This is an optimization exercise on Yosys and OpenROAD, whose aim is small area, a short achievable clock period and few clock cycles per item, not a production implementation. The RTL was checked by simulation tests, not by an equivalence proof against the original design.

==> module polygon_bounds_and_area, before the edit <==
module polygon_bounds_and_area
#(
    parameter int MAX_VERTICES = 4096,
    parameter int COORD_BITS   = 24
)
(
    input  logic         clk,
    input  logic         rst_n,
    input  logic [48:0]  in_data,
    input  logic         in_valid,
    output logic         in_ready,
    output logic [173:0] out_data,
    output logic         out_valid,
    input  logic         out_ready
);
    localparam int W = COORD_BITS;
    localparam logic [12:0] COUNT_MAX = 13'(MAX_VERTICES);
    logic signed [W-1:0] in_x;
    logic signed [W-1:0] in_y;
    logic                in_last;
    assign in_x    = in_data[48:25];
    assign in_y    = in_data[24:1];
    assign in_last = in_data[0];
    logic [1:0]          st_reg;         
    logic                pend_reg;       
    logic [1:0]          pend_n_reg;     
    logic                hold_reg;       
    logic signed [W-1:0] first_x_reg;
    logic signed [W-1:0] first_y_reg;
    logic signed [W-1:0] prev_x_reg;
    logic signed [W-1:0] prev_y_reg;
    logic                m1_valid_reg;
    logic                m1_close_reg;   
    logic                m1_fresh_reg;   
    logic [W:0]          m1_a_reg;
    logic [W:0]          m1_b_reg;
    logic                m2_valid_reg;
    logic                m2_close_reg;
    logic                m2_fresh_reg;
    logic [49:0]         m2_r0_reg;
    logic [49:0]         m2_r1_reg;
    logic                m2_hi50_reg;
    logic                m2_hi51_reg;
    logic signed [W-1:0] m2_x_reg;
    logic signed [W-1:0] m2_y_reg;
    logic signed [63:0]  acc_reg;
    logic                ovf_reg;
    logic signed [W-1:0] min_x_reg;
    logic signed [W-1:0] min_y_reg;
    logic signed [W-1:0] max_x_reg;
    logic signed [W-1:0] max_y_reg;
    logic [12:0]         cnt_reg;
    logic                out_valid_reg;
    logic                stall;
    logic                take;
    logic                issue_term;
    logic signed [W-1:0] op_x;
    logic signed [W-1:0] op_y;
    logic [49:0]         mul_r0;
    logic [49:0]         mul_r1;
    logic                mul_hi50;
    logic                mul_hi51;
    logic                proc;
    logic [63:0]         base;
    logic                base_ovf;
    logic [64:0]         mac_sum;
    logic                sat_hit;
    logic [63:0]         acc_next;
    logic signed [W-1:0] bx_lo;
    logic signed [W-1:0] bx_hi;
    logic signed [W-1:0] by_lo;
    logic signed [W-1:0] by_hi;
    assign stall    = out_valid_reg && !out_ready;
    assign in_ready = !stall && !(pend_reg && pend_n_reg != 2'd3) && !hold_reg;
    assign take     = in_valid && in_ready;
    assign issue_term = take && (st_reg != 2'd0);
    assign op_x       = pend_reg ? first_x_reg : in_x;
    assign op_y       = pend_reg ? first_y_reg : in_y;
    always_ff @(posedge clk or negedge rst_n)
    begin
        if (!rst_n)
        begin
            st_reg       <= 2'd0;
            pend_reg     <= 1'b0;
            hold_reg     <= 1'b0;
            m1_valid_reg <= 1'b0;
            m2_valid_reg <= 1'b0;
        end
        else if (!stall)
        begin
            if (take)
            begin
                st_reg <= in_last ? 2'd0 : ((st_reg == 2'd0) ? 2'd1 : 2'd2);
            end
            pend_reg     <= take && in_last;
            hold_reg     <= pend_reg && (pend_n_reg == 2'd1);
            m1_valid_reg <= pend_reg || issue_term;
            m2_valid_reg <= m1_valid_reg;
        end
    end
    always_ff @(posedge clk)
    begin
        if (!stall)
        begin
            m1_a_reg     <= {op_y[W-1], op_y} + {prev_y_reg[W-1], prev_y_reg};
            m1_b_reg     <= {op_x[W-1], op_x} - {prev_x_reg[W-1], prev_x_reg};
            m1_close_reg <= pend_reg;
            m1_fresh_reg <= pend_reg ? (pend_n_reg == 2'd1) : (st_reg == 2'd1);
        end
        if (take)
        begin
            prev_x_reg <= in_x;
            prev_y_reg <= in_y;
            if (in_last)
            begin
                pend_n_reg <= st_reg + 2'd1;
            end
            if (st_reg == 2'd0)
            begin
                first_x_reg <= in_x;
                first_y_reg <= in_y;
            end
        end
    end
    pba_mul u_mul (
        .a    (m1_a_reg),
        .b    (m1_b_reg),
        .r0   (mul_r0),
        .r1   (mul_r1),
        .hi50 (mul_hi50),
        .hi51 (mul_hi51)
    );
    always_ff @(posedge clk)
    begin
        if (!stall)
        begin
            m2_close_reg <= m1_close_reg;
            m2_fresh_reg <= m1_fresh_reg;
            m2_r0_reg    <= mul_r0;
            m2_r1_reg    <= mul_r1;
            m2_hi50_reg  <= mul_hi50;
            m2_hi51_reg  <= mul_hi51;
            m2_x_reg     <= prev_x_reg;
            m2_y_reg     <= prev_y_reg;
        end
    end
    assign proc     = m2_valid_reg && !stall;
    assign base     = m2_fresh_reg ? 64'd0 : acc_reg;
    assign base_ovf = !m2_fresh_reg && ovf_reg;
    pba_acc u_acc (
        .base (base),
        .r0   (m2_r0_reg),
        .r1   (m2_r1_reg),
        .hi50 (m2_hi50_reg),
        .hi51 (m2_hi51_reg),
        .s    (mac_sum)
    );
    assign sat_hit  = mac_sum[64] != mac_sum[63];
    assign acc_next = sat_hit ? {mac_sum[64], {63{!mac_sum[64]}}} : mac_sum[63:0];
    always_comb
    begin
        bx_lo = m2_fresh_reg ? first_x_reg : min_x_reg;
        bx_hi = m2_fresh_reg ? first_x_reg : max_x_reg;
        by_lo = m2_fresh_reg ? first_y_reg : min_y_reg;
        by_hi = m2_fresh_reg ? first_y_reg : max_y_reg;
    end
    always_ff @(posedge clk or negedge rst_n)
    begin
        if (!rst_n)
        begin
            out_valid_reg <= 1'b0;
        end
        else
        begin
            out_valid_reg <= (proc && m2_close_reg) || stall;
        end
    end
    always_ff @(posedge clk)
    begin
        if (proc)
        begin
            if (!base_ovf)
            begin
                acc_reg <= acc_next;
            end
            ovf_reg <= base_ovf || sat_hit;
            if (!m2_close_reg || m2_fresh_reg)
            begin
                min_x_reg <= (m2_x_reg < bx_lo) ? m2_x_reg : bx_lo;
                max_x_reg <= (m2_x_reg > bx_hi) ? m2_x_reg : bx_hi;
                min_y_reg <= (m2_y_reg < by_lo) ? m2_y_reg : by_lo;
                max_y_reg <= (m2_y_reg > by_hi) ? m2_y_reg : by_hi;
            end
            if (m2_fresh_reg)
            begin
                cnt_reg <= m2_close_reg ? 13'd1 : 13'd2;
            end
            else if (!m2_close_reg && cnt_reg != COUNT_MAX)
            begin
                cnt_reg <= cnt_reg + 13'd1;
            end
        end
    end
    assign out_valid = out_valid_reg;
    assign out_data  = {acc_reg, min_x_reg, min_y_reg, max_x_reg, max_y_reg, cnt_reg, ovf_reg};
endmodule
clock: 10.0 ns
lec_check: 0
abc_clock_period_in_ps: 5000
cap_margin: 20
core_margin: 2
core_utilization: 40
setup_slack_margin: 5.0
slew_margin: 20
run.sh (not shown) runs the stock make flow with config.mk's settings and CLKGATE_MAP_FILE= SYNTH_SCRIPT=/design/flow/synth_recipe.tcl, a recipe that flattens the netlist after the stock synthesis.
Testbench counts at the start, summed over its fixed seeds: cycles 24,380, vertices 24,070.
Rerun with:
--- a/flow/design.v
+++ b/flow/design.v
@@ -2723,7 +2723,8 @@
     logic                m2_hi51_reg;
     logic signed [W-1:0] m2_x_reg;
     logic signed [W-1:0] m2_y_reg;
-    logic signed [63:0]  acc_reg;
+    logic [63:0]         acc_reg;
+    logic                dir_reg;        
     logic                ovf_reg;
     logic signed [W-1:0] min_x_reg;
     logic signed [W-1:0] min_y_reg;
@@ -2745,7 +2746,7 @@
     logic                base_ovf;
     logic [64:0]         mac_sum;
     logic                sat_hit;
-    logic [63:0]         acc_next;
+    logic [63:0]         area_out;
     logic signed [W-1:0] bx_lo;
     logic signed [W-1:0] bx_hi;
     logic signed [W-1:0] by_lo;
@@ -2836,7 +2837,6 @@
         .s    (mac_sum)
     );
     assign sat_hit  = mac_sum[64] != mac_sum[63];
-    assign acc_next = sat_hit ? {mac_sum[64], {63{!mac_sum[64]}}} : mac_sum[63:0];
     always_comb
     begin
         bx_lo = m2_fresh_reg ? first_x_reg : min_x_reg;
@@ -2861,7 +2861,8 @@
         begin
             if (!base_ovf)
             begin
-                acc_reg <= acc_next;
+                acc_reg <= mac_sum[63:0];
+                dir_reg <= mac_sum[64];
             end
             ovf_reg <= base_ovf || sat_hit;
             if (!m2_close_reg || m2_fresh_reg)
@@ -2882,5 +2883,6 @@
         end
     end
     assign out_valid = out_valid_reg;
-    assign out_data  = {acc_reg, min_x_reg, min_y_reg, max_x_reg, max_y_reg, cnt_reg, ovf_reg};
+    assign area_out  = ovf_reg ? {dir_reg, {63{!dir_reg}}} : acc_reg;
+    assign out_data  = {area_out, min_x_reg, min_y_reg, max_x_reg, max_y_reg, cnt_reg, ovf_reg};
 endmodule
=> Global-route usage shrinks by 0.16 points. Count of clock-buffer cells in the layout shrinks by 5. Sequential share of layout area grows by 0.41 points. Design area shrinks by 1.3%. Via count is about the same.
Testbench counts after the change, summed over its fixed seeds: cycles 24,380, vertices 24,070.

what the ideal ports hide:
How much do the figures lean on ideal ports? The routed layouts below were timed once more, with nothing changed but the port constraints.
Step 1: set_driving_cell puts a clkbuf_16 on clk and a buf_2 on each other input, an assumption about the parent block.
Step 2 also shifts input and output timing later by t, the mid clock arrival at the registers, as if the neighbouring blocks saw the same clock.
a / b / c = no drivers / after step 1 / after step 2; a / b = the first two.
run | t (ns) | setup WS [ns] | worst data-port slew with drivers (ns)
the first run | 0.715 | 4.996 / 4.996 / 4.583 | 0.08
the second run | 0.727 | 5.048 / 5.024 / 4.528 | 0.09
After both steps every run listed still meets setup and hold. The setup slack of the second run, which loses most, moves by -0.024 ns with the drivers and by -0.520 ns with both steps.
